This is an optimization exercise on Yosys and OpenROAD, whose aim is small area and a short achievable clock period, not a production implementation.
RTL that was checked went through simulation tests only; none was proved equivalent to the original.
Only the layout flow was run in runs 1, 5 and 6; the RTL was not checked for function there.
Power figures rest on the tool's default switching activity, not on a simulated workload.

### flow/run.sh
#!/bin/bash
# synth_recipe.tcl (not shown) runs the flow's synth.tcl, then flattens the netlist and writes it again
# the make line also repeats each setting of config.mk as NAME=value (left out here)
make -C /OpenROAD-flow-scripts/flow DESIGN_CONFIG=/design/flow/config.mk WORK_HOME=/design/flow/orfs CLKGATE_MAP_FILE= SYNTH_SCRIPT=/design/flow/synth_recipe.tcl finish
### flow/config.mk
export PLATFORM = sky130hd
export DESIGN_NAME = dds_phase_accumulator_mc
export DESIGN_NICKNAME = dds_phase_accumulator_mc
export VERILOG_FILES = /design/flow/design.v
export SDC_FILE = /design/flow/constraint.sdc
export NUM_CORES = 4
export LEC_CHECK = 0
export CAP_MARGIN = 20
export CORE_MARGIN = 2
export CORE_UTILIZATION = 40
export SLEW_MARGIN = 20
### flow/constraint.sdc
create_clock -name core_clock -period 5.8 [get_ports {clock}]
set_input_delay 1.1600 -clock core_clock [delete_from_list [all_inputs] [get_ports {clock}]]
set_output_delay 1.1600 -clock core_clock [all_outputs]
set_load 0.01 [all_outputs]
### flow/design.v
package dds_pkg;
  localparam logic [1:0] CFG_FREQ        = 2'd0;
  localparam logic [1:0] CFG_PHASE_OFS   = 2'd1;
  localparam logic [1:0] CFG_SWEEP_STEP  = 2'd2;
  localparam logic [1:0] CFG_SWEEP_LIMIT = 2'd3;
  function automatic int clog2(input int value);
    int v;
    clog2 = 0;
    for (v = value - 1; v > 0; v = v >> 1) begin
      clog2 = clog2 + 1;
    end
  endfunction
  function automatic int ch_width(input int num_ch);
    ch_width = (clog2(num_ch) < 1) ? 1 : clog2(num_ch);
  endfunction
endpackage
module dds_acc_channel #(
  parameter int ACC_W = 32,
  parameter int OUT_W = 12
) (
  input  logic             clock,
  input  logic             reset,
  input  logic             rst_q,
  input  logic             enable,
  input  logic             commit,
  input  logic             sync_clear,
  input  logic             sweep_en,
  input  logic [ACC_W-1:0] shadow_freq,
  input  logic [ACC_W-1:0] shadow_ofs,
  input  logic [ACC_W-1:0] shadow_step,
  input  logic [ACC_W-1:0] shadow_limit,
  output logic [OUT_W-1:0] phase,
  output logic             wrap,
  output logic             sweep_done
);
  logic [ACC_W-1:0] freq_act;
  logic [ACC_W-1:0] ofs_act;
  logic [ACC_W-1:0] step_act;
  logic [ACC_W-1:0] limit_act;
  logic [ACC_W-1:0] acc;
  logic [ACC_W:0]   acc_sum;
  logic [ACC_W-1:0] sweep_sum;
  logic [ACC_W-1:0] phase_sum;
  assign acc_sum   = {1'b0, acc} + {1'b0, freq_act};
  assign sweep_sum = freq_act + step_act;
  assign phase_sum = acc + ofs_act;
  logic [ACC_W-1:0] cs_x, cs_y, nlim;
  logic [ACC_W:0]   cs_sum;
  logic             over;
  assign nlim   = ~limit_act;
  assign cs_x   = freq_act ^ step_act ^ nlim;
  assign cs_y   = (freq_act & step_act) | (freq_act & nlim) | (step_act & nlim);
  assign cs_sum = {1'b0, cs_x} + {1'b0, cs_y[ACC_W-2:0], 1'b0};
  assign over   = cs_y[ACC_W-1] | cs_sum[ACC_W];
  logic live, acc_add, acc_hold, act_load, act_hold, sw_run, sw_hold;
  assign live     = ~rst_q;
  assign acc_add  = live & ~sync_clear & enable;
  assign acc_hold = live & ~sync_clear & ~enable;
  assign act_load = live & commit;
  assign act_hold = live & ~commit;
  assign sw_run   = act_hold & sweep_en & enable & ~sweep_done;
  assign sw_hold  = act_hold & ~(sweep_en & enable & ~sweep_done);
  logic [ACC_W-1:0] sweep_next;
  assign sweep_next = over ? limit_act : sweep_sum;
  always_ff @(posedge clock) begin
    acc       <= ({ACC_W{acc_add}} & acc_sum[ACC_W-1:0]) | ({ACC_W{acc_hold}} & acc);
    ofs_act   <= ({ACC_W{act_load}} & shadow_ofs)   | ({ACC_W{act_hold}} & ofs_act);
    step_act  <= ({ACC_W{act_load}} & shadow_step)  | ({ACC_W{act_hold}} & step_act);
    limit_act <= ({ACC_W{act_load}} & shadow_limit) | ({ACC_W{act_hold}} & limit_act);
    freq_act  <= ({ACC_W{act_load}} & shadow_freq) | ({ACC_W{sw_run}} & sweep_next) |
                 ({ACC_W{sw_hold}} & freq_act);
  end
  always_ff @(posedge clock or posedge reset) begin
    if (reset) begin
      phase      <= '0;
      wrap       <= 1'b0;
      sweep_done <= 1'b0;
    end else begin
      phase      <= {OUT_W{live}} & phase_sum[ACC_W-1 -: OUT_W];
      wrap       <= acc_add & acc_sum[ACC_W];
      sweep_done <= act_hold & sweep_en & (sweep_done | (enable & over));
    end
  end
endmodule
module dds_phase_accumulator_mc #(
  parameter int NUM_CH = 4,
  parameter int ACC_W  = 32,
  parameter int OUT_W  = 12,
  localparam int CH_W  = dds_pkg::ch_width(NUM_CH)
) (
  input  logic                    clock,
  input  logic                    reset,
  input  logic                    enable,
  input  logic                    cfg_valid,
  output logic                    cfg_ready,
  input  logic [CH_W-1:0]         cfg_ch,
  input  logic [1:0]              cfg_sel,
  input  logic [ACC_W-1:0]        cfg_data,
  input  logic                    update,
  input  logic [NUM_CH-1:0]       sync_clear,
  input  logic [NUM_CH-1:0]       sweep_en,
  output logic [NUM_CH*OUT_W-1:0] phase_out,
  output logic [NUM_CH-1:0]       wrap,
  output logic [NUM_CH-1:0]       sweep_done
);
  logic commit_pending;
  logic rst_q;
  assign cfg_ready = ~commit_pending;
  always_ff @(posedge clock or posedge reset) begin
    if (reset) begin
      commit_pending <= 1'b0;
    end else begin
      commit_pending <= ~commit_pending & update;
    end
  end
  always_ff @(posedge clock or posedge reset) begin
    if (reset) begin
      rst_q <= 1'b1;
    end else begin
      rst_q <= 1'b0;
    end
  end
  for (genvar c = 0; c < NUM_CH; c++) begin : g_ch
    logic [ACC_W-1:0] sh_freq;
    logic [ACC_W-1:0] sh_ofs;
    logic [ACC_W-1:0] sh_step;
    logic [ACC_W-1:0] sh_limit;
    logic             wr_hit;
    logic [3:0]       wr, hold;
    assign wr_hit = cfg_valid && cfg_ready && (cfg_ch == CH_W'(c));
    for (genvar s = 0; s < 4; s++) begin : g_sel
      assign wr[s]   = wr_hit & (cfg_sel == 2'(s));
      assign hold[s] = ~wr[s] & ~rst_q;
    end
    always_ff @(posedge clock) begin
      sh_freq  <= ({ACC_W{wr[dds_pkg::CFG_FREQ]}} & cfg_data) |
                  ({ACC_W{hold[dds_pkg::CFG_FREQ]}} & sh_freq);
      sh_ofs   <= ({ACC_W{wr[dds_pkg::CFG_PHASE_OFS]}} & cfg_data) |
                  ({ACC_W{hold[dds_pkg::CFG_PHASE_OFS]}} & sh_ofs);
      sh_step  <= ({ACC_W{wr[dds_pkg::CFG_SWEEP_STEP]}} & cfg_data) |
                  ({ACC_W{hold[dds_pkg::CFG_SWEEP_STEP]}} & sh_step);
      sh_limit <= ({ACC_W{wr[dds_pkg::CFG_SWEEP_LIMIT]}} & cfg_data) |
                  ({ACC_W{hold[dds_pkg::CFG_SWEEP_LIMIT]}} & sh_limit);
    end
    dds_acc_channel #(
      .ACC_W(ACC_W),
      .OUT_W(OUT_W)
    ) u_ch (
      .clock       (clock),
      .reset       (reset),
      .rst_q       (rst_q),
      .enable      (enable),
      .commit      (commit_pending),
      .sync_clear  (sync_clear[c]),
      .sweep_en    (sweep_en[c]),
      .shadow_freq (sh_freq),
      .shadow_ofs  (sh_ofs),
      .shadow_step (sh_step),
      .shadow_limit(sh_limit),
      .phase       (phase_out[c*OUT_W +: OUT_W]),
      .wrap        (wrap[c]),
      .sweep_done  (sweep_done[c])
    );
  end
endmodule
==> results.yml, run 1 <==
synthesis:
  synth_area_um2: 64900
  ys_types: 91
  synth_top_area_share_pct: 35.6
  synthCells: 7380
  yosysWarnings: 2
  synth_ff_type: "dfxtp_1"
  synth.avg_cell_area_um2: 8.79
  yosysSeqAreaShare_pct: 37.8
  synth_nets: 8057
  synth_edf_count: 0
  yosysTopAreaCell: "dfxtp_1"
  ys_top_cells_by_area: "dfxtp_1 (36%), ha_1 (9.6%), mux2i_1 (6.8%), nand2_1 (5.3%), o21ai_0 (4.7%)"
  async_flop_share_pct: 4.79
  ys_ff_latch: 1210
floorplan:
  pin_count: 106
  fp-row-count: 147
  die_h_um: 407
  die_w_um: 407
  core_area_um2: 161000
  start_util_pct: 40.4
  die_area_um2: 165000
routing:
  viasPerCell: 5.38
  wl_per_cell_um: 20.0
  antenna_left: 0
  drt-initial-drc-count: 3621
  dr.pass1.iters: 6
  drt_wl_total_um: 191000
  remaining_drc_errors: 0
  num_vias: 51511
final_layout:
  fin_util_pct: 45.2
  fin_nets: 7973
  final_cells: 9571
  drive_gt1_share_pct: 5.28
  final_cell_mix: "dfxtp_1 (1152), nand2_1 (920), o21ai_0 (603)"
  area_growth_pct: 11.9
  fin_area_um2: 72600
  final_common_cell: "dfxtp_1"
timing:
  fmax_mhz: 228
  slew-limit-headroom_pct: 22.7
  report.final.slew_viol_count: 0
  hold_viol: 0
  worst_slew_pin_slew_ps: 1160
  finClkSkew_ps: 34.2
  setup_viol: 0
  period_share_pct: 75.6
  period_needed_ps: 4380
  finalSetupTns_ps: 0
  grt_setup_unrepaired: "false"
clock_network:
  postCtsHoldBufs: 0
  cts.clk_slew.worst_paths_ps: 60
  cts.path.max_buffers: 3
  cts_resized: 0
  cts_tree: "built"
  htreeDepth: 4
  cts_buffers: 139
  clkLatencyLatePin_ps: 800
  postCtsSetupBuffers: 0
  cts.sinks: 1210
  cts-root-buf: "clkbuf_16"
status:
  outcome: "finished clean"
grt:
  antenna_found_initial: 13
  grt_pass1_wl_um: 295000
  grt_pass1_vias: 50030
  grt_max_degree: 253
  grt-ovfl-total: 0
  grt_usage_pct: 22.9
placed_design:
  place_hpwl_um: 128000
  io_buffers: 105
  place_area_um2: 67900
  gp_congestion: 0.903
  dp_cells: 9315
flow_run:
  drv_cap: 0
worst_setup_path:
  cp_data_required_time_ps: 4640
  critPathMaxFanout: 27
  worstPathArrival_ps: 3220
  cp-end-kind: "primary output"
  startpoint_type: "flop"
  crit_type: "flop to primary output"
min_path:
  hold_class: "flop to flop"
pwr:
  peakVddDrop_mv: 0.218
  leakage_nw: 31.4
  cellPowerDensity_nw_per_um2: 264
[per-stage QoR]
step,power (mW),hold slack [ps],setup WS [ps]
CTS,19.4,465,1410
floorplan,9.64,439,2590
detailed placement,10.2,458,1730
global placement,10.2,454,1840
global route,19.8,478,1400
finish,19.2,465,1420
[report_power, final]
group,internal (mW),total (mW),switching [mW]
Combinational,0.513,1.53,1.02
Sequential,8.42,8.52,0.0958
Clock,5.39,9.12,3.73
[per-layer routing]
layer  wire, um  GRT usage, %
met1      89300          31.3
met2      85800          37.1
met3      10900          3.60
met4       5360          7.00
met5         63             0
[synthesized netlist by cell type, types with 161 or more instances]
cell type	instances
ha_1	496
xnor2_1	161
nand3b_1	196
nand2b_1	361
inv_1	368
clkbuf_1	377
a21oi_1	294
dfxtp_1	1152
o21ai_0	603
mux2i_1	438
nor2_1	604
nand2_1	922
[cells by family (layout without fill, tap and decap cells)]
group           Yosys count  after routing  share of synthesized area (%)
buf+inv                 789            818                           4.63
flops                  1210           1210                           37.8
other cells               1              3                        0.00578
mux                     441            441                           6.81
xor+xnor                254            254                           3.43
fa+ha+maj               628            628                           13.6
compound gates         1622           1622                           15.9
simple gates           2435           2435                           17.8
[critical path, cell delays in order (launching register included)]
cell             delay (ps)
dfrtp_4                 770
clkinv_1                830
clkdlybuf4s50_1         810
[sequential cells by signal (all words and copies together) (netlist names)]
register and count:
g_ch.sh_step 128, commit_pending 1, rst_q 1, g_ch.u_ch.phase 48, g_ch.u_ch.ofs_act 128, g_ch.u_ch.wrap 4, g_ch.u_ch.acc 128, g_ch.sh_limit 128
g_ch.sh_freq 128, g_ch.u_ch.sweep_done 4, g_ch.u_ch.freq_act 128, g_ch.sh_ofs 128, g_ch.u_ch.limit_act 128, g_ch.u_ch.step_act 128
[area by class of cell]
type                       instances  area (um2)
fill                           15466       88100
multi-input combinational       5381       37500
sequential                      1210       24500
clock buffer                     204        4070
tap                             2160        2700
timing repair buffer             195        1740
inverter                         369        1390
clock inverter                    50         663
antenna                            2        5.00
[path summary, 6_finish.rpt]
path | from | to | depth (start not counted) | slack [ps]
worst min register to register | g_ch[2].sh_freq[17] | g_ch[2].u_ch.freq_act[17] | 2 | 470
worst max-delay path | commit_pending | cfg_ready | 2 | 1420
worst min-delay path | g_ch[2].sh_freq[17] | g_ch[2].u_ch.freq_act[17] | 2 | 470
worst max register to register | g_ch[2].u_ch.limit_act[21] | g_ch[2].u_ch.freq_act[20] | 14 | 1610
max in group asynchronous | reset | g_ch[0].u_ch.phase[2] | 3 | 3900
min in group asynchronous | reset | g_ch[3].u_ch.phase[8] | 2 | 720
==> run 2: changes to the inputs <==
--- a/flow/design.v
+++ b/flow/design.v
@@ -22,7 +22,8 @@
   input  logic             reset,
   input  logic             rst_q,
   input  logic             enable,
-  input  logic             commit,
+  input  logic [3:0]       load,
+  input  logic             act_hold,
   input  logic             sync_clear,
   input  logic             sweep_en,
   input  logic [ACC_W-1:0] shadow_freq,
@@ -52,22 +53,20 @@
   assign cs_y   = (freq_act & step_act) | (freq_act & nlim) | (step_act & nlim);
   assign cs_sum = {1'b0, cs_x} + {1'b0, cs_y[ACC_W-2:0], 1'b0};
   assign over   = cs_y[ACC_W-1] | cs_sum[ACC_W];
-  logic live, acc_add, acc_hold, act_load, act_hold, sw_run, sw_hold;
+  logic live, acc_add, acc_hold, sw_run, sw_hold;
   assign live     = ~rst_q;
   assign acc_add  = live & ~sync_clear & enable;
   assign acc_hold = live & ~sync_clear & ~enable;
-  assign act_load = live & commit;
-  assign act_hold = live & ~commit;
   assign sw_run   = act_hold & sweep_en & enable & ~sweep_done;
   assign sw_hold  = act_hold & ~(sweep_en & enable & ~sweep_done);
   logic [ACC_W-1:0] sweep_next;
   assign sweep_next = over ? limit_act : sweep_sum;
   always_ff @(posedge clock) begin
     acc       <= ({ACC_W{acc_add}} & acc_sum[ACC_W-1:0]) | ({ACC_W{acc_hold}} & acc);
-    ofs_act   <= ({ACC_W{act_load}} & shadow_ofs)   | ({ACC_W{act_hold}} & ofs_act);
-    step_act  <= ({ACC_W{act_load}} & shadow_step)  | ({ACC_W{act_hold}} & step_act);
-    limit_act <= ({ACC_W{act_load}} & shadow_limit) | ({ACC_W{act_hold}} & limit_act);
-    freq_act  <= ({ACC_W{act_load}} & shadow_freq) | ({ACC_W{sw_run}} & sweep_next) |
+    ofs_act   <= ({ACC_W{load[1]}} & shadow_ofs)   | ({ACC_W{act_hold}} & ofs_act);
+    step_act  <= ({ACC_W{load[2]}} & shadow_step)  | ({ACC_W{act_hold}} & step_act);
+    limit_act <= ({ACC_W{load[3]}} & shadow_limit) | ({ACC_W{act_hold}} & limit_act);
+    freq_act  <= ({ACC_W{load[0]}} & shadow_freq) | ({ACC_W{sw_run}} & sweep_next) |
                  ({ACC_W{sw_hold}} & freq_act);
   end
   always_ff @(posedge clock or posedge reset) begin
@@ -105,12 +104,20 @@
 );
   logic commit_pending;
   logic rst_q;
+  logic act_hold;
   assign cfg_ready = ~commit_pending;
   always_ff @(posedge clock or posedge reset) begin
     if (reset) begin
       commit_pending <= 1'b0;
     end else begin
       commit_pending <= ~commit_pending & update;
+    end
+  end
+  always_ff @(posedge clock or posedge reset) begin
+    if (reset) begin
+      act_hold <= 1'b0;
+    end else begin
+      act_hold <= ~(~commit_pending & update);
     end
   end
   always_ff @(posedge clock or posedge reset) begin
@@ -126,22 +133,25 @@
     logic [ACC_W-1:0] sh_step;
     logic [ACC_W-1:0] sh_limit;
     logic             wr_hit;
-    logic [3:0]       wr, hold;
+    logic [3:0]       wr, sh_valid, load;
     assign wr_hit = cfg_valid && cfg_ready && (cfg_ch == CH_W'(c));
     for (genvar s = 0; s < 4; s++) begin : g_sel
       assign wr[s]   = wr_hit & (cfg_sel == 2'(s));
-      assign hold[s] = ~wr[s] & ~rst_q;
+    end
+    always_ff @(posedge clock or posedge reset) begin
+      if (reset) begin
+        sh_valid <= '0;
+      end else begin
+        sh_valid <= sh_valid | wr;
+      end
     end
     always_ff @(posedge clock) begin
-      sh_freq  <= ({ACC_W{wr[dds_pkg::CFG_FREQ]}} & cfg_data) |
-                  ({ACC_W{hold[dds_pkg::CFG_FREQ]}} & sh_freq);
-      sh_ofs   <= ({ACC_W{wr[dds_pkg::CFG_PHASE_OFS]}} & cfg_data) |
-                  ({ACC_W{hold[dds_pkg::CFG_PHASE_OFS]}} & sh_ofs);
-      sh_step  <= ({ACC_W{wr[dds_pkg::CFG_SWEEP_STEP]}} & cfg_data) |
-                  ({ACC_W{hold[dds_pkg::CFG_SWEEP_STEP]}} & sh_step);
-      sh_limit <= ({ACC_W{wr[dds_pkg::CFG_SWEEP_LIMIT]}} & cfg_data) |
-                  ({ACC_W{hold[dds_pkg::CFG_SWEEP_LIMIT]}} & sh_limit);
+      if (wr[dds_pkg::CFG_FREQ])        sh_freq  <= cfg_data;
+      if (wr[dds_pkg::CFG_PHASE_OFS])   sh_ofs   <= cfg_data;
+      if (wr[dds_pkg::CFG_SWEEP_STEP])  sh_step  <= cfg_data;
+      if (wr[dds_pkg::CFG_SWEEP_LIMIT]) sh_limit <= cfg_data;
     end
+    assign load = {4{commit_pending}} & sh_valid;
     dds_acc_channel #(
       .ACC_W(ACC_W),
       .OUT_W(OUT_W)
@@ -150,7 +160,8 @@
       .reset       (reset),
       .rst_q       (rst_q),
       .enable      (enable),
-      .commit      (commit_pending),
+      .load        (load),
+      .act_hold    (act_hold),
       .sync_clear  (sync_clear[c]),
       .sweep_en    (sweep_en[c]),
       .shadow_freq (sh_freq),
--- a/flow/config.mk
+++ b/flow/config.mk
@@ -7,5 +7,6 @@
 export LEC_CHECK = 0
 export CAP_MARGIN = 20
 export CORE_MARGIN = 2
-export CORE_UTILIZATION = 40
+export CORE_UTILIZATION = 55
+export SETUP_SLACK_MARGIN = 2.6
 export SLEW_MARGIN = 20
==> results.yml, run 2 <==
status:
  outcome: "finished clean"
pwr:
  finalPower_mw: 32.3
  cellPowerDensity_nw_per_um2: 458
  leakage_nw: 29.8
  peakVddDrop_mv: 0.298
synthesis:
  async_flop_share_pct: 6.11
  synth_area_um2: 60200
  synth_edf_count: 512
  synth.avg_cell_area_um2: 11.5
  ys_ff_latch: 1227
  yosysTopAreaCell: "edfxtp_1"
  ys_top_cells_by_area: "edfxtp_1 (26%), dfxtp_1 (21%), ha_1 (10%), a22o_1 (6.9%), fa_1 (4.4%)"
  synth_nets: 5931
  yosysWarnings: 2
  synthCells: 5254
  synth_top_area_share_pct: 25.6
  synth_ff_type: "dfxtp_1"
  ys_types: 78
  synth_commonest_cells: "dfxtp_1 (640), edfxtp_1 (512), ha_1 (496)"
  yosys.cell_count.top_type: "dfxtp_1"
  yosysSeqAreaShare_pct: 50.0
timing:
  finClkSkew_ps: 17.8
  report.final.slew_viol_count: 0
  fmax_mhz: 300
  period_needed_ps: 3340
  setup_viol: 0
  worst_slack_ps: 2460
  hold_viol: 0
  slew-limit-headroom_pct: 26.3
  period_share_pct: 57.5
  grt_setup_unrepaired: "true"
  finalSetupTns_ps: 0
  worst_slew_pin_slew_ps: 1100
worst_setup_path:
  crit_chain: "ha_2, fa_2, a21o_1, a41oi_2, nand3_2, nand2_2, o41ai_4, a32o_2, a221o_2, o41ai_4, mux2i_1, a221o_1"
  cp-end-kind: "flop"
  crit_type: "flop to flop"
  path_delay_family: "compound AO/OA/AOI/OAI gates"
  worstPathArrival_ps: 3950
  startpoint_type: "flop"
  cp_data_required_time_ps: 6420
  crit_path_max_incr_delay_ps: 430
  critPathMaxFanout: 5
  cp_common_cell: "o41ai_4"
  slowest_stage: "a221o_2"
  path_buf_inv: 0
placed_design:
  dp_cells: 6655
  post-place-ws_ps: 1770
  place_hpwl_um: 112000
  gp_congestion: 0.898
  io_buffers: 105
flow_run:
  drv_cap: 0
grt:
  grt_pass1_vias: 41775
  antenna_found_initial: 23
  grt_usage_pct: 30.3
  grt_pass1_wl_um: 256000
  grt_max_degree: 150
  grt-ovfl-total: 0
final_layout:
  area_growth_pct: 17.3
  drive_gt1_share_pct: 14.9
  fin_nets: 6169
  final_cells: 7020
  fin_util_pct: 64.9
  final_common_cell: "dfxtp_1"
  final_cell_mix: "dfxtp_1 (513), edfxtp_1 (512), a22o_1 (472), ha_1 (472), inv_1 (327)"
routing:
  drt-initial-drc-count: 3607
  antenna_left: 0
  remaining_drc_errors: 0
  viasPerCell: 6.12
  num_vias: 42978
  drt_wl_total_um: 172000
  wl_per_cell_um: 24.5
  dr.pass1.iters: 8
clock_network:
  clkLatencyLatePin_ps: 740
  cts_buffers: 135
  cts_tree: "built"
  cts.clk_slew.worst_paths_ps: 70
  postCtsHoldBufs: 0
  cts-root-buf: "clkbuf_16"
  cts.sinks: 1227
  cts.path.max_buffers: 3
  htreeDepth: 4
min_path:
  hold_class: "flop to flop"
floorplan:
  die_w_um: 335
  start_util_pct: 55.3
  die_area_um2: 112000
  die_h_um: 335
  pin_count: 106
  fp-row-count: 121
  core_area_um2: 109000
[run 2: cell types whose count changed in the layout (fill, tap and decap cells not counted), sizes merged, moves of 20 or more]
cell / delta
o21ai: -319
a22o: +374
nand3b: -187
nand2b: -324
nand2: -689
edfxtp: +512
nor2: -418
inv: -32
dfxtp: -512
o21a: +20
mux2i: -362
buf: +103
[run 2: routing by layer]
layer	share of wire, %	GRT usage [%]	vias to the layer above
met4	3.8	12.1	10
met1	44	41.7	21175
met3	6.7	5.26	298
met2	46	47.7	1294
li1	-	-	20201
met5	0.039	0	-
[run 2: cell families after synthesis]
family                   after synthesis  synth area share, %
AO/OA/AOI/OAI                       1719                 20.4
flip-flops                          1227                 50.0
other                                  1              0.00623
multiplexers                          79                 1.32
adder cells (fa/ha/maj)              628                 14.7
buffers and inverters                551                 3.50
XOR/XNOR                             259                 3.77
AND/OR/NAND/NOR                      790                 6.34
[run 2: area by class of cell]
cell class                      instances  area, um2
Sequential cell                      1227      30300
Fill cell                            8494      38100
Inverter                              347       1310
Timing Repair Buffer                  304       3090
Clock inverter                         58        604
Antenna cell                            5       12.5
Tap cell                             1414       1770
Multi-Input combinational cell       3477      29600
Clock buffer                          188       3940
[run 2: timing repair]
action / in CTS / in global routing
buffers inserted: 66 / 34
resized for setup: 262 / 286
pin swaps: 99 / 111
gates cloned: 7 / 5
endpoints found under the setup margin: 189 / 161
[run 2: power by group]
group          switching [mW]  internal [mW]  total, mW
clock                    3.51           5.27       8.78
combinational            6.52           5.82       12.3
sequential               1.15           10.1       11.2
[run 2: final timing paths]
kind / from / endpoint / slack, ps / cells after the start
max: g_ch[0].u_ch.freq_act[0] / g_ch[0].u_ch.acc[30] / 2460 / 12
min: g_ch[0].sh_limit[22] / g_ch[0].u_ch.limit_act[22] / 440 / 1
max reg2reg: g_ch[0].u_ch.freq_act[0] / g_ch[0].u_ch.acc[30] / 2460 / 12
min reg2reg: g_ch[0].sh_limit[22] / g_ch[0].u_ch.limit_act[22] / 440 / 1
max in group asynchronous: reset / commit_pending / 3810 / 3
min in group asynchronous: reset / g_ch[2].u_ch.phase[9] / 800 / 2
[run 2: metrics by stage]
stage                     hold slack (ps)  cell area [um2]
after global routing                  454            70600
after detailed placement              438            63100
after global placement                433            63000
after floorplan                       430            60200
final                                 440            70600
after CTS                             443            69300
==> run 3: changes to the inputs <==
--- a/flow/config.mk
+++ b/flow/config.mk
@@ -8,5 +8,5 @@
 export CAP_MARGIN = 20
 export CORE_MARGIN = 2
 export CORE_UTILIZATION = 55
-export SETUP_SLACK_MARGIN = 2.6
+export SETUP_SLACK_MARGIN = 3.2
 export SLEW_MARGIN = 20
==> results.yml, run 3 <==
status:
  outcome: "finished clean"
synthesis:
  yosysTopAreaCell: "edfxtp_1"
  synth_commonest_cells: "dfxtp_1 (640), edfxtp_1 (512), ha_1 (496)"
  synthCells: 5254
  synth_nets: 5931
  yosysSeqAreaShare_pct: 50.0
  ys_top_cells_by_area: "edfxtp_1 (26%), dfxtp_1 (21%), ha_1 (10%), a22o_1 (6.9%), fa_1 (4.4%)"
  yosysWarnings: 2
  synth_top_area_share_pct: 25.6
  synth.avg_cell_area_um2: 11.5
  synth_ff_type: "dfxtp_1"
  ys_ff_latch: 1227
  async_flop_share_pct: 6.11
  yosys.cell_count.top_type: "dfxtp_1"
  ys_types: 78
  synth_edf_count: 512
  synth_area_um2: 60200
timing:
  period_share_pct: 59.4
  setup_viol: 0
  finClkSkew_ps: 20.1
  slew-limit-headroom_pct: 26.0
  period_needed_ps: 3450
  finalSetupTns_ps: 0
  worst_slew_pin_slew_ps: 1110
  hold_viol: 0
  report.final.slew_viol_count: 0
  fmax_mhz: 290
  grt_setup_unrepaired: "true"
final_layout:
  final_cell_mix: "edfxtp_1 (512), a22o_1 (472), dfxtp_1 (460)"
  area_growth_pct: 22.8
  fin_nets: 6318
  n_antenna_cell: 0
  drive_gt1_share_pct: 22.1
  final_common_cell: "edfxtp_1"
  fin_util_pct: 68.0
clock_network:
  cts-root-buf: "clkbuf_16"
  postCtsHoldBufs: 0
  cts_tree: "built"
  htreeDepth: 4
  cts_buffers: 136
  cts.sinks: 1227
  clkLatencyLatePin_ps: 770
  cts.path.max_buffers: 3
  cts.clk_slew.worst_paths_ps: 60
routing:
  drt_wl_total_um: 182000
  remaining_drc_errors: 0
  antenna_left: 0
  drt-initial-drc-count: 3361
  viasPerCell: 6.19
  num_vias: 44391
  wl_per_cell_um: 25.3
  dr.pass1.iters: 6
worst_setup_path:
  critPathMaxFanout: 6
  worstPathArrival_ps: 4080
  startpoint_type: "flop"
  crit_type: "flop to flop"
  cp_data_required_time_ps: 6440
  cp-end-kind: "flop"
grt:
  grt_pass1_vias: 43582
  antenna_found_initial: 12
  grt-ovfl-total: 0
  grt_max_degree: 81
  grt_usage_pct: 32.0
  grt_pass1_wl_um: 271000
floorplan:
  die_w_um: 335
  die_h_um: 335
  start_util_pct: 55.3
  core_area_um2: 109000
  pin_count: 106
  die_area_um2: 112000
  fp-row-count: 121
pwr:
  cellPowerDensity_nw_per_um2: 457
  peakVddDrop_mv: 0.314
  leakage_nw: 30.9
placed_design:
  io_buffers: 105
  gp_congestion: 0.900
  place_hpwl_um: 115000
flow_run:
  drv_cap: 0
min_path:
  hold_class: "flop to flop"
==> run 3: critical path, cell delays in order, from the launching register on <==
cell and delay [ps]:
dfxtp_1 440, fa_1 460, ha_1 340, nand4_1 250, or4_4 210, nor2_4 60, nor4_4 390, nand3_2 170
a21oi_4 230, buf_6 160, buf_12 140, nor2_1 40, a222oi_1 330, nand2_1 90
==> run 3: final cells by class <==
cell class,count,area [um2]
Clock buffer,188,3860
Clock inverter,65,687
Fill cell,8188,34800
Inverter,347,1310
Multi-Input combinational cell,3482,31500
Sequential cell,1227,30400
Tap cell,1414,1770
Timing Repair Buffer,447,4390
==> run 3: cell families after synthesis <==
logic type | after synthesis | synth area share (%)
xor gates and xnor gates | 259 | 3.77
other | 1 | 0.00623
adders and majority gates | 628 | 14.7
DFF | 1227 | 50.0
and+or+nand+nor | 790 | 6.34
buffers and inverters | 551 | 3.50
AOI/OAI and AO/OA | 1719 | 20.4
muxes | 79 | 1.32
==> run 3: stage by stage <==
stage | cell area (um2) | worst slack, ps | power (mW) | std cells | hold WS [ps]
after floorplan | 61100 | 2820 | 18.9 | 5254 | 430
after global placement | 63700 | 1250 | 21.3 | 6655 | 434
after detailed placement | 63700 | 1160 | 21.5 | 6656 | 439
after CTS | 72000 | 2470 | 32.8 | 7098 | 446
after global routing | 73900 | 2210 | 35.6 | 7170 | 461
final | 73900 | 2350 | 33.8 | 7170 | 444
==> run 3: final timing paths <==
| kind | cells past startpoint | end | slack, ps | from |
|---|---|---|---|---|
| max in group asynchronous | 3 | g_ch[2].u_ch.sweep_done | 4060 | reset |
| max | 13 | g_ch[3].u_ch.freq_act[30] | 2350 | g_ch[3].u_ch.freq_act[31] |
| max reg2reg | 13 | g_ch[3].u_ch.freq_act[30] | 2350 | g_ch[3].u_ch.freq_act[31] |
| min | 1 | g_ch[1].u_ch.limit_act[5] | 440 | g_ch[1].sh_limit[5] |
| min reg2reg | 1 | g_ch[1].u_ch.limit_act[5] | 440 | g_ch[1].sh_limit[5] |
| min in group asynchronous | 2 | g_ch[1].u_ch.phase[8] | 700 | reset |
==> run 3: what timing repair did <==
action,CTS,global route
cloned,17,1
setup endpoints to repair,815,443
buffers inserted,172,71
resized for setup,607,308
pin swaps,215,188
==> run 3: routing by layer <==
| layer | wire, um | up-vias | global-route usage, % |
|---|---|---|---|
| met5 | 0 | - | 0 |
| met4 | 5890 | 0 | 9.94 |
| met3 | 11200 | 318 | 5.00 |
| met2 | 85300 | 1391 | 52.4 |
| met1 | 79200 | 22150 | 43.7 |
| li1 | - | 20532 | - |
==> run 3: report_power, final <==
part / internal (mW) / total (mW) / switching [mW]
clock: 5.21 / 8.82 / 3.61
combinational: 6.54 / 13.7 / 7.13
sequential: 10.1 / 11.3 / 1.19
total: 21.8 / 33.8 / 11.9
==> run 4: changes to the inputs <==
--- a/flow/config.mk
+++ b/flow/config.mk
@@ -8,5 +8,6 @@
 export CAP_MARGIN = 20
 export CORE_MARGIN = 2
 export CORE_UTILIZATION = 55
-export SETUP_SLACK_MARGIN = 3.2
+export CTS_BUF_LIST = sky130_fd_sc_hd__clkbuf_4 sky130_fd_sc_hd__clkbuf_8
+export SETUP_SLACK_MARGIN = 2.6
 export SLEW_MARGIN = 20
==> results.yml, run 4 <==
status:
  outcome: "finished clean"
worst_setup_path:
  cp_data_required_time_ps: 6550
  worst-r2r-setup-slack_ps: 2480
  slowest_stage: "a221o_2"
  startpoint_type: "flop"
  cp-startpoint: "g_ch[0].u_ch.freq_act[0]"
  crit_path_max_incr_delay_ps: 430
  crit_chain: "ha_2, fa_2, a21o_1, a41oi_2, nand3_2, nand2_2, o41ai_4, a32o_2, a221o_2, o41ai_4, mux2i_1, a221o_1"
  cp_common_cell: "o41ai_4"
  worstPathArrival_ps: 4070
  crit_type: "flop to flop"
  cp-end-kind: "flop"
  critPathMaxFanout: 5
  r2r_start: "g_ch[0].u_ch.freq_act[0]"
floorplan:
  core_area_um2: 109000
  die_h_um: 335
  start_util_pct: 55.3
  die_area_um2: 112000
  die_w_um: 335
  fp-row-count: 121
  pin_count: 106
final_layout:
  area_growth_pct: 16.6
  fillers: 8619
  drive_gt1_share_pct: 17.3
  fin_util_pct: 64.5
  fin_nets: 6217
  final_common_cell: "edfxtp_1"
  final_cell_mix: "edfxtp_1 (512), dfxtp_1 (511), a22o_1 (472)"
timing:
  fmax_mhz: 301
  finalSetupTns_ps: 0
  grt_setup_unrepaired: "true"
  report.final.slew_viol_count: 0
  finClkSkew_ps: 26.7
  period_needed_ps: 3320
  hold_viol: 0
  setup_viol: 0
  worst_slew_pin_slew_ps: 1110
  period_share_pct: 57.2
  slew-limit-headroom_pct: 25.9
pwr:
  cellPowerDensity_nw_per_um2: 445
  peakVddDrop_mv: 0.247
  leakage_nw: 29.8
synthesis:
  synth_commonest_cells: "dfxtp_1 (640), edfxtp_1 (512), ha_1 (496)"
  yosysWarnings: 2
  ys_types: 78
  synth_area_um2: 60200
  async_flop_share_pct: 6.11
  synth.avg_cell_area_um2: 11.5
  synth_top_area_share_pct: 25.6
  synth_edf_count: 512
  synth_nets: 5931
  yosys.cell_count.top_type: "dfxtp_1"
  ys_ff_latch: 1227
  synth_ff_type: "dfxtp_1"
  ys_top_cells_by_area: "edfxtp_1 (26%), dfxtp_1 (21%), ha_1 (10%), a22o_1 (6.9%), fa_1 (4.4%)"
  synthCells: 5254
  yosysSeqAreaShare_pct: 50.0
  yosysTopAreaCell: "edfxtp_1"
grt:
  antenna_found_initial: 28
  grt_usage_pct: 30.2
  grt_max_degree: 150
  grt_pass1_wl_um: 256000
  grt_pass1_vias: 42176
  grt-ovfl-total: 0
clock_network:
  cts-root-buf: "clkbuf_8"
  cts_buffers: 199
  cts.clk_slew.worst_paths_ps: 60
  cts_tree: "built"
  cts.sinks: 1227
  htreeDepth: 4
  clkLatencyLatePin_ps: 880
  cts.path.max_buffers: 3
routing:
  num_vias: 43247
  wl_per_cell_um: 24.0
  drt-initial-drc-count: 3474
  antenna_left: 0
  remaining_drc_errors: 0
  dr.pass1.iters: 6
  drt_wl_total_um: 172000
  viasPerCell: 6.06
placed_design:
  gp_congestion: 0.898
  place_hpwl_um: 112000
  io_buffers: 105
min_path:
  worstHoldStart: "g_ch[3].sh_step[4]"
  hold_class: "flop to flop"
flow_run:
  drv_cap: 0
[run 4: timing repair]
item / 4_1_cts / 5_1_grt
gates resized for setup: 228 / 312
cloned: 5 / 4
buffers inserted: 52 / 35
hold endpoints to repair: 0 / 0
hold buffers: 0 / 0
setup endpoints to repair: 189 / 161
pin swaps: 78 / 149
[run 4: worst max-delay path, delay by kind of cell (launching register included)]
kind,cells,cell delay (ps)
adder cells (fa/ha/maj),2,560
multiplexers,1,120
AO/OA/AOI/OAI,7,1830
AND/OR/NAND/NOR,2,330
flip-flops,1,350
[run 4: worst paths after layout]
check | cells after the start | to
max reg2reg | 12 | g_ch[0].u_ch.acc[30]
max | 12 | g_ch[0].u_ch.acc[30]
min | 1 | g_ch[3].u_ch.step_act[4]
max in group asynchronous | 3 | commit_pending
min reg2reg | 1 | g_ch[3].u_ch.step_act[4]
min in group asynchronous | 2 | g_ch[0].u_ch.phase[6]
[run 4: area by class of cell]
type / instances / area, um2 / area share (%)
flip-flops and latches: 1227 / 30300 / 43.2
multi-input cells: 3477 / 29600 / 42.2
clock buffers: 322 / 3860 / 5.51
repair buffers: 288 / 2870 / 4.09
well taps: 1414 / 1770 / 2.52
inverters: 347 / 1310 / 1.87
clock inverters: 54 / 448 / 0.639
diodes: 7 / 17.5 / 0.0250
[run 4: kinds of logic after synthesis]
group,count (synthesis),share of synthesized area [%]
buffers and inverters,551,3.50
AO/OA/AOI/OAI,1719,20.4
adder cells (fa/ha/maj),628,14.7
AND/OR/NAND/NOR,790,6.34
multiplexers,79,1.32
flip-flops,1227,50.0
XOR/XNOR,259,3.77
other,1,0.00623
[run 4: metal layers]
metal  GRT usage [%]  vias up  wire length, um
met4            10.3       10             6020
met3            4.67      307            12200
li1                -    20383                -
met2            48.5     1337            78100
met1            41.8    21210            75100
met5               0        -               67
[run 4: metrics by stage]
| step | hold slack, ps | instance area [um2] | power (mW) | setup WS (ps) | instances |
|---|---|---|---|---|---|
| global placement | 433 | 63000 | 20.8 | 1800 | 6651 |
| finish | 442 | 70100 | 31.2 | 2480 | 7136 |
| global route | 452 | 70100 | 33.1 | 2360 | 7133 |
| detailed placement | 438 | 63100 | 21.0 | 1770 | 6655 |
| CTS | 444 | 68800 | 30.2 | 2500 | 7088 |
| floorplan | 430 | 60200 | 18.2 | 2350 | 5254 |
[run 4: where the power goes]
part / switching [mW] / leakage, nW / internal, mW
Combinational: 6.40 / 16.5 / 5.61
Sequential: 1.15 / 10.9 / 10.1
Clock: 3.55 / 2.30 / 4.45
Total: 11.1 / 29.8 / 20.1
==> run 5: changes to the inputs <==
--- a/flow/design.v
+++ b/flow/design.v
@@ -42,17 +42,21 @@
   logic [ACC_W:0]   acc_sum;
   logic [ACC_W-1:0] sweep_sum;
   logic [ACC_W-1:0] phase_sum;
-  assign acc_sum   = {1'b0, acc} + {1'b0, freq_act};
-  assign sweep_sum = freq_act + step_act;
-  assign phase_sum = acc + ofs_act;
+  dds_add #(.W(ACC_W)) u_acc_add (
+    .a(acc), .b(freq_act), .cin(1'b0), .sum(acc_sum[ACC_W-1:0]), .cout(acc_sum[ACC_W]));
+  dds_add #(.W(ACC_W)) u_sweep_add (
+    .a(freq_act), .b(step_act), .cin(1'b0), .sum(sweep_sum), .cout());
+  dds_add #(.W(ACC_W)) u_phase_add (
+    .a(acc), .b(ofs_act), .cin(1'b0), .sum(phase_sum), .cout());
   logic [ACC_W-1:0] cs_x, cs_y, nlim;
-  logic [ACC_W:0]   cs_sum;
+  logic             cs_cout;
   logic             over;
   assign nlim   = ~limit_act;
   assign cs_x   = freq_act ^ step_act ^ nlim;
   assign cs_y   = (freq_act & step_act) | (freq_act & nlim) | (step_act & nlim);
-  assign cs_sum = {1'b0, cs_x} + {1'b0, cs_y[ACC_W-2:0], 1'b0};
-  assign over   = cs_y[ACC_W-1] | cs_sum[ACC_W];
+  dds_add #(.W(ACC_W)) u_cmp_add (
+    .a(cs_x), .b({cs_y[ACC_W-2:0], 1'b0}), .cin(1'b0), .sum(), .cout(cs_cout));
+  assign over   = cs_y[ACC_W-1] | cs_cout;
   logic live, acc_add, acc_hold, sw_run, sw_hold;
   assign live     = ~rst_q;
   assign acc_add  = live & ~sync_clear & enable;
@@ -80,6 +84,37 @@
       sweep_done <= act_hold & sweep_en & (sweep_done | (enable & over));
     end
   end
+endmodule
+module dds_add #(
+  parameter int W = 32
+) (
+  input  logic [W-1:0] a,
+  input  logic [W-1:0] b,
+  input  logic         cin,
+  output logic [W-1:0] sum,
+  output logic         cout
+);
+  localparam int L = $clog2(W);
+  logic [W-1:0] p0;
+  logic [W-1:0] g [L+1];
+  logic [W-1:0] p [L+1];
+  assign p0   = a ^ b;
+  assign p[0] = p0;
+  assign g[0] = (a & b) | {{(W-1){1'b0}}, p0[0] & cin};
+  for (genvar l = 0; l < L; l++) begin : g_lvl
+    localparam int H = 1 << l;
+    for (genvar k = 0; k < W; k = k + 2 * H) begin : g_blk
+      localparam int N = (W - k - H < H) ? W - k - H : H;
+      assign g[l+1][k +: H] = g[l][k +: H];
+      assign p[l+1][k +: H] = p[l][k +: H];
+      if (N > 0) begin : g_up
+        assign g[l+1][k+H +: N] = g[l][k+H +: N] | (p[l][k+H +: N] & {N{g[l][k+H-1]}});
+        assign p[l+1][k+H +: N] = p[l][k+H +: N] & {N{p[l][k+H-1]}};
+      end
+    end
+  end
+  assign sum  = p0 ^ {g[L][W-2:0], cin};
+  assign cout = g[L][W-1];
 endmodule
 module dds_phase_accumulator_mc #(
   parameter int NUM_CH = 4,
==> results.yml, run 5 <==
grt:
  grt_pass1_wl_um: 233000
  grt_pass1_vias: 39353
  grt_usage_pct: 28.8
  grt-ovfl-total: 0
  grt_max_degree: 178
  antenna_found_initial: 19
floorplan:
  pin_count: 106
  core_area_um2: 104000
  start_util_pct: 55.5
  die_h_um: 327
  die_area_um2: 107000
  fp-row-count: 118
  die_w_um: 327
synthesis:
  yosysSeqAreaShare_pct: 52.3
  ys_ff_latch: 1227
  synth_area_um2: 57500
  synth_top_family_by_area: "compound AO/OA/AOI/OAI gates"
  synth_nets: 5531
  yosysWarnings: 5
  synth-simple-area-share_pct: 5.58
  synthCells: 4830
  yosys.area_share.adder_pct: 16.3
  ys_types: 76
  yosysTopAreaCell: "edfxtp_1"
  synthMuxAreaShare_pct: 1.09
  synth.avg_cell_area_um2: 11.9
  ys_top_cells_by_area: "edfxtp_1 (27%), dfxtp_1 (22%), ha_1 (11%), a22o_1 (6.1%), fa_1 (5.7%)"
  yosys.area_share.xor_xnor_pct: 3.50
  yosys.cell_count.top_type: "dfxtp_1"
  synth_ff_type: "dfxtp_1"
  synth_compound_area_share_pct: 17.2
  synth_top_area_share_pct: 26.7
  async_flop_share_pct: 6.11
  synth_commonest_cells: "dfxtp_1 (640), edfxtp_1 (512), ha_1 (488)"
  synth_edf_count: 512
clock_network:
  cts.sinks: 1227
  clkLatencyLatePin_ps: 880
  postCtsHoldBufs: 0
  cts_buffers: 201
  cts_tree: "built"
  cts.clk_slew.worst_paths_ps: 60
  htreeDepth: 4
  cts-root-buf: "clkbuf_8"
  cts.path.max_buffers: 3
final_layout:
  multiInputGateArea_um2: 26800
  fillers: 8066
  seq_area_um2: 30200
  fin_area_um2: 67700
  fin_nets: 5856
  area_growth_pct: 17.7
  final_cell_mix: "dfxtp_1 (571), edfxtp_1 (512), ha_1 (473)"
  drive_gt1_share_pct: 17.3
  final_common_cell: "dfxtp_1"
timing:
  finalSetupTns_ps: 0
  period_needed_ps: 3590
  slew-limit-headroom_pct: 24.0
  report.final.slew_viol_count: 0
  finClkSkew_ps: 31.3
  period_share_pct: 61.9
  worst_slack_ps: 2210
  worst_slew_pin_slew_ps: 1140
  setup_viol: 0
  hold_viol: 0
  fmax_mhz: 278
  grt_setup_unrepaired: "true"
placed_design:
  post-place-ws_ps: 1710
  place_hpwl_um: 95800
  gp_congestion: 0.854
  place_area_um2: 60400
  io_buffers: 105
pwr:
  peakVddDrop_mv: 0.252
  cellPowerDensity_nw_per_um2: 446
  finalPower_mw: 30.2
  leakage_nw: 28.7
routing:
  wl_per_cell_um: 23.1
  num_vias: 38590
  dr.pass1.iters: 6
  antenna_left: 0
  drt_wl_total_um: 155000
  viasPerCell: 5.74
  drt-initial-drc-count: 2367
  remaining_drc_errors: 0
min_path:
  hold_class: "flop to flop"
  worstHoldStart: "g_ch[2].sh_limit[24]"
worst_setup_path:
  worstPathArrival_ps: 4320
  r2r_start: "g_ch[1].u_ch.step_act[0]"
  startpoint_type: "flop"
  cp_data_required_time_ps: 6530
  cp-end-kind: "flop"
  crit_type: "flop to flop"
  cp-startpoint: "g_ch[1].u_ch.step_act[0]"
  critPathMaxFanout: 4
status:
  outcome: "finished clean"
flow_run:
  drv_cap: 0
[run 5: cells by family (layout without fill, tap and decap cells)]
group                      after synthesis  count (layout)
DFF                                   1227            1227
adders and majority gates              652             652
xor gates and xnor gates               230             230
buffers and inverters                  603            1104
muxes                                   62              62
other                                    1               5
and+or+nand+nor                        666             668
AOI/OAI and AO/OA                     1389            1390
[run 5: repair_timing]
action	4_1_cts	5_1_grt
gates resized for setup	200	308
setup buffers	47	60
endpoints found under the setup margin	193	164
cloned	5	8
pin swaps	72	133
[run 5: worst max-delay path, cell delays in order, from the launching register on]
cell and delay [ps]:
dfxtp_1 330, ha_1 190, inv_1 90, fa_2 210, nor2b_1 50, o21ai_1 210, a21boi_2 100, o41a_1 470
a31oi_4 290, o31ai_4 140, a31o_4 270, a22o_4 260, or4_4 430, nand3_2 90, mux2i_1 190, o221ai_1 120
[run 5: routing by layer]
layer,vias to the layer above,track usage (%),wire length [um]
li1,18374,-,-
met1,19045,36.7,65800
met2,910,49.0,75300
met3,249,5.55,8960
met4,12,10.5,5000
met5,-,0,80
[run 5: worst paths after layout]
kind	slack, ps	to	depth (start not counted)
max in group asynchronous	3890	act_hold	3
setup reg to reg	2210	g_ch[1].u_ch.freq_act[31]	15
hold reg to reg	430	g_ch[2].u_ch.limit_act[24]	1
setup / recovery	2210	g_ch[1].u_ch.freq_act[31]	15
min in group asynchronous	660	g_ch[0].u_ch.phase[2]	2
hold / removal	430	g_ch[2].u_ch.limit_act[24]	1
[run 5: area by class of cell]
| type | count | share of cell area [%] |
|---|---|---|
| Antenna cell | 4 | 0.0148 |
| Clock buffer | 309 | 5.65 |
| Clock inverter | 73 | 0.810 |
| Inverter | 416 | 2.32 |
| Multi-Input combinational cell | 3003 | 39.6 |
| Sequential cell | 1227 | 44.6 |
| Tap cell | 1380 | 2.55 |
| Timing Repair Buffer | 306 | 4.39 |
[run 5: through the flow]
stage                     hold slack (ps)  utilization [%]  cells
after floorplan                       430                -   4830
after global placement                433             58.2   6210
after detailed placement              440             58.2   6210
after CTS                             431             63.7   6644
after global routing                  458             65.3   6715
final                                 428             65.3   6718
[run 5: power breakdown]
part           internal (mW)  switching [mW]  total [mW]
clock                   4.56            3.52        8.08
sequential              10.0            1.11        11.2
combinational           5.22            5.74        11.0
total                   19.8            10.4        30.2
==> run 6: changes to the inputs <==
--- a/flow/config.mk
+++ b/flow/config.mk
@@ -7,7 +7,7 @@
 export LEC_CHECK = 0
 export CAP_MARGIN = 20
 export CORE_MARGIN = 2
-export CORE_UTILIZATION = 55
+export CORE_UTILIZATION = 65
 export CTS_BUF_LIST = sky130_fd_sc_hd__clkbuf_4 sky130_fd_sc_hd__clkbuf_8
-export SETUP_SLACK_MARGIN = 2.6
+export SETUP_SLACK_MARGIN = 2.8
 export SLEW_MARGIN = 20
==> results.yml, run 6 <==
status:
  outcome: "finished clean"
min_path:
  hold_depth: 1
  worstHoldStart: "g_ch[2].sh_limit[25]"
  hold_class: "flop to flop"
pwr:
  leakage_nw: 29.1
  comb_power_share_pct: 38.7
  pwr-share-clk_pct: 25.3
  p_int_mw: 20.2
  power_frac_seq_pct: 36.0
  peakVddDrop_mv: 0.304
  p_sw_share_pct: 34.6
  p_sw_mw: 10.7
  cellPowerDensity_nw_per_um2: 452
clock_network:
  htreeDepth: 4
  postCtsHoldBufs: 0
  clkLatencyLatePin_ps: 870
  cts_buffers: 193
  cts.path.max_buffers: 3
  cts-root-buf: "clkbuf_8"
  cts.sinks: 1227
  cts.clk_slew.worst_paths_ps: 60
  cts_tree: "built"
timing:
  period_needed_ps: 3590
  worst_slew_pin_slew_ps: 1200
  grt_setup_unrepaired: "true"
  finClkSkew_ps: 31.8
  finalSetupTns_ps: 0
  report.final.slew_viol_count: 0
  fmax_mhz: 278
  hold_viol: 0
  holdWs_ps: 439
  slew-limit-headroom_pct: 19.5
  period_share_pct: 62.0
  setup_viol: 0
routing:
  remaining_drc_errors: 0
  drt-initial-drc-count: 3342
  viasPerCell: 6.13
  drt_wl_total_um: 154000
  num_vias: 40119
  wl_per_cell_um: 23.5
  antenna_left: 0
  dr.pass1.iters: 8
synthesis:
  ys_types: 76
  synthCells: 4830
  yosysTopAreaCell: "edfxtp_1"
  synth_ff_type: "dfxtp_1"
  synth_commonest_cells: "dfxtp_1 (640), edfxtp_1 (512), ha_1 (488)"
  synth.avg_cell_area_um2: 11.9
  async_flop_share_pct: 6.11
  synth_nets: 5531
  yosys.cell_count.top_type: "dfxtp_1"
  ys_ff_latch: 1227
  ys_top_cells_by_area: "edfxtp_1 (27%), dfxtp_1 (22%), ha_1 (11%), a22o_1 (6.1%), fa_1 (5.7%)"
  synth_top_area_share_pct: 26.7
  synth_edf_count: 512
  yosysSeqAreaShare_pct: 52.3
  yosysWarnings: 5
  synth_area_um2: 57500
floorplan:
  fp-row-count: 109
  die_area_um2: 90900
  die_h_um: 301
  die_w_um: 301
  start_util_pct: 65.4
  pin_count: 106
  core_area_um2: 88000
placed_design:
  place_hpwl_um: 93900
  gp_congestion: 0.889
  io_buffers: 105
grt:
  grt-ovfl-total: 0
  grt_pass1_vias: 39989
  grt_pass1_wl_um: 230000
  antenna_found_initial: 19
  grt_usage_pct: 33.3
  grt_max_degree: 66
worst_setup_path:
  r2r_cells: 16
  cp-end-kind: "flop"
  crit_end: "g_ch[1].u_ch.freq_act[29]"
  cp_data_required_time_ps: 6520
  critPathMaxFanout: 7
  r2r_start: "g_ch[1].u_ch.limit_act[17]"
  reg2reg_to: "g_ch[1].u_ch.freq_act[29]"
  crit_type: "flop to flop"
  worst-r2r-setup-slack_ps: 2210
  worstPathArrival_ps: 4310
  startpoint_type: "flop"
  cp-startpoint: "g_ch[1].u_ch.limit_act[17]"
flow_run:
  drv_cap: 0
final_layout:
  final_cell_mix: "dfxtp_1 (559), edfxtp_1 (512), ha_1 (467)"
  fin_util_pct: 77.7
  final_common_cell: "dfxtp_1"
  fin_nets: 5913
  area_growth_pct: 18.9
  drive_gt1_share_pct: 20.1
## run 6: cell types whose count changed in the layout (fill, tap and decap cells not counted), sizes merged
| cell | delta |
|---|---|
| clkinv | -14 |
| dlygate4sd2 | +8 |
| diode | +1 |
| nor2 | +2 |
| o21a | -1 |
| a41oi | +1 |
| clkdlybuf4s50 | -11 |
| clkbuf | -1 |
| buf | +67 |
| clkinvlp | -5 |
## run 6: worst min-delay path by stage
stage | endpoint | slack, ps
6_report | g_ch[2].u_ch.limit_act[25] | 440
5_1_grt | g_ch[0].u_ch.limit_act[10] | 460
4_1_cts | g_ch[2].u_ch.limit_act[25] | 430
3_5_place_dp | g_ch[0].u_ch.step_act[8] | 440
3_3_place_gp | g_ch[3].u_ch.limit_act[21] | 430
2_1_floorplan | g_ch[2].sh_valid[1] | 430
## run 6: per-layer routing
layer / global-route usage [%] / part of all wire, %
met2: 55.5 / 48
met1: 44.0 / 40
met3: 5.25 / 7.8
met4: 12.6 / 3.5
met5: 0 / 0.034
## run 6: worst max-delay path: stages, from the launching register on
cell       delay (ps)
dfxtp_2           330
fa_1              540
inv_2              50
ha_4              210
a21o_1            150
a21o_1            200
a21o_1            170
a21oi_2           120
nor2_1             60
a2111oi_2         200
a21oi_1           140
a2111o_1          360
a41oi_4           220
buf_6             170
nor2_4             80
a222oi_1          360
o21ai_1           100
## run 6: cells by family (layout without fill, tap and decap cells)
family,after synthesis,count (layout),synth area share [%]
xor+xnor,230,230,3.50
compound gates,1389,1390,17.2
flops,1227,1227,52.3
other cells,1,6,0.00652
buf+inv,603,1148,4.01
simple gates,666,670,5.58
fa+ha+maj,652,652,16.3
mux,62,62,1.09
## run 6: cell type report
class	instances	area, um2
Timing Repair Buffer	369	3610
Inverter	416	1580
Tap cell	1165	1460
Fill cell	5619	19600
Clock inverter	54	463
Sequential cell	1227	30200
Multi-Input combinational cell	3005	27300
Clock buffer	309	3690
Antenna cell	5	12.5
## run 6: timing repair
item                       4_1_cts  5_1_grt
cloned                           9        7
buffers inserted               108       63
pin swaps                      151      185
resized for setup              396      315
setup endpoints to repair      239      200
## run 6: power groups by stage
stage	Combinational, mW	Clock, mW	Sequential (mW)
global route	13.1	8.27	11.3
floorplan	6.55	0	10.9
global placement	8.48	0	11.2
CTS	10.5	7.87	11.1
finish	12.0	7.80	11.1
detailed placement	8.72	0	11.2
## run 6: per-stage QoR
stage          std cells  area (um2)  power (mW)  setup WS, ps
6_report            6550       68400        30.9          2210
3_5_place_dp        5993       60100        20.0          1410
3_3_place_gp        5992       60100        19.7          1460
5_1_grt             6547       68300        32.6          2050
2_1_floorplan       4830       57600        17.5          2370
4_1_cts             6473       66600        29.5          2190

[separate check: timing with driven ports]
Ports are ideal in the flow. The routed layouts listed here were re-timed in OpenROAD. Step 1 sets driving cells, clkbuf_16 on the clock port and buf_2 on the other inputs (assumed; they add their load-dependent delay and slew). Step 2, shift: input delay + t, output delay - t, t = (earliest + latest rising clock arrival at the registers) / 2. This alone moves slack from input paths to output paths. Slacks: no drivers / after step 1 / after step 2; pairs: no drivers / after step 1.
run	t, ns	slack for setup (ns)	hold WS [ns]	worst setup path at the end
run 1	0.868	1.415 / 1.330 / 1.613	0.465 / 0.465 / 0.465	register to register
run 2	0.809	2.464 / 2.464 / 1.927	0.440 / 0.440 / 0.440	input to register
run 3	0.826	2.353 / 2.353 / 2.213	0.444 / 0.444 / 0.444	input to register
run 4	0.933	2.480 / 2.480 / 1.974	0.442 / 0.442 / 0.442	input to register
run 5	0.942	2.207 / 2.207 / 1.757	0.428 / 0.428 / 0.428	input to register
run 6	0.928	2.206 / 2.206 / 1.739	0.439 / 0.439 / 0.439	input to register
After both steps every run listed still meets setup and hold. The setup slack of run 2, which loses most, moves by 0.000 ns with the drivers and by -0.537 ns with both steps.
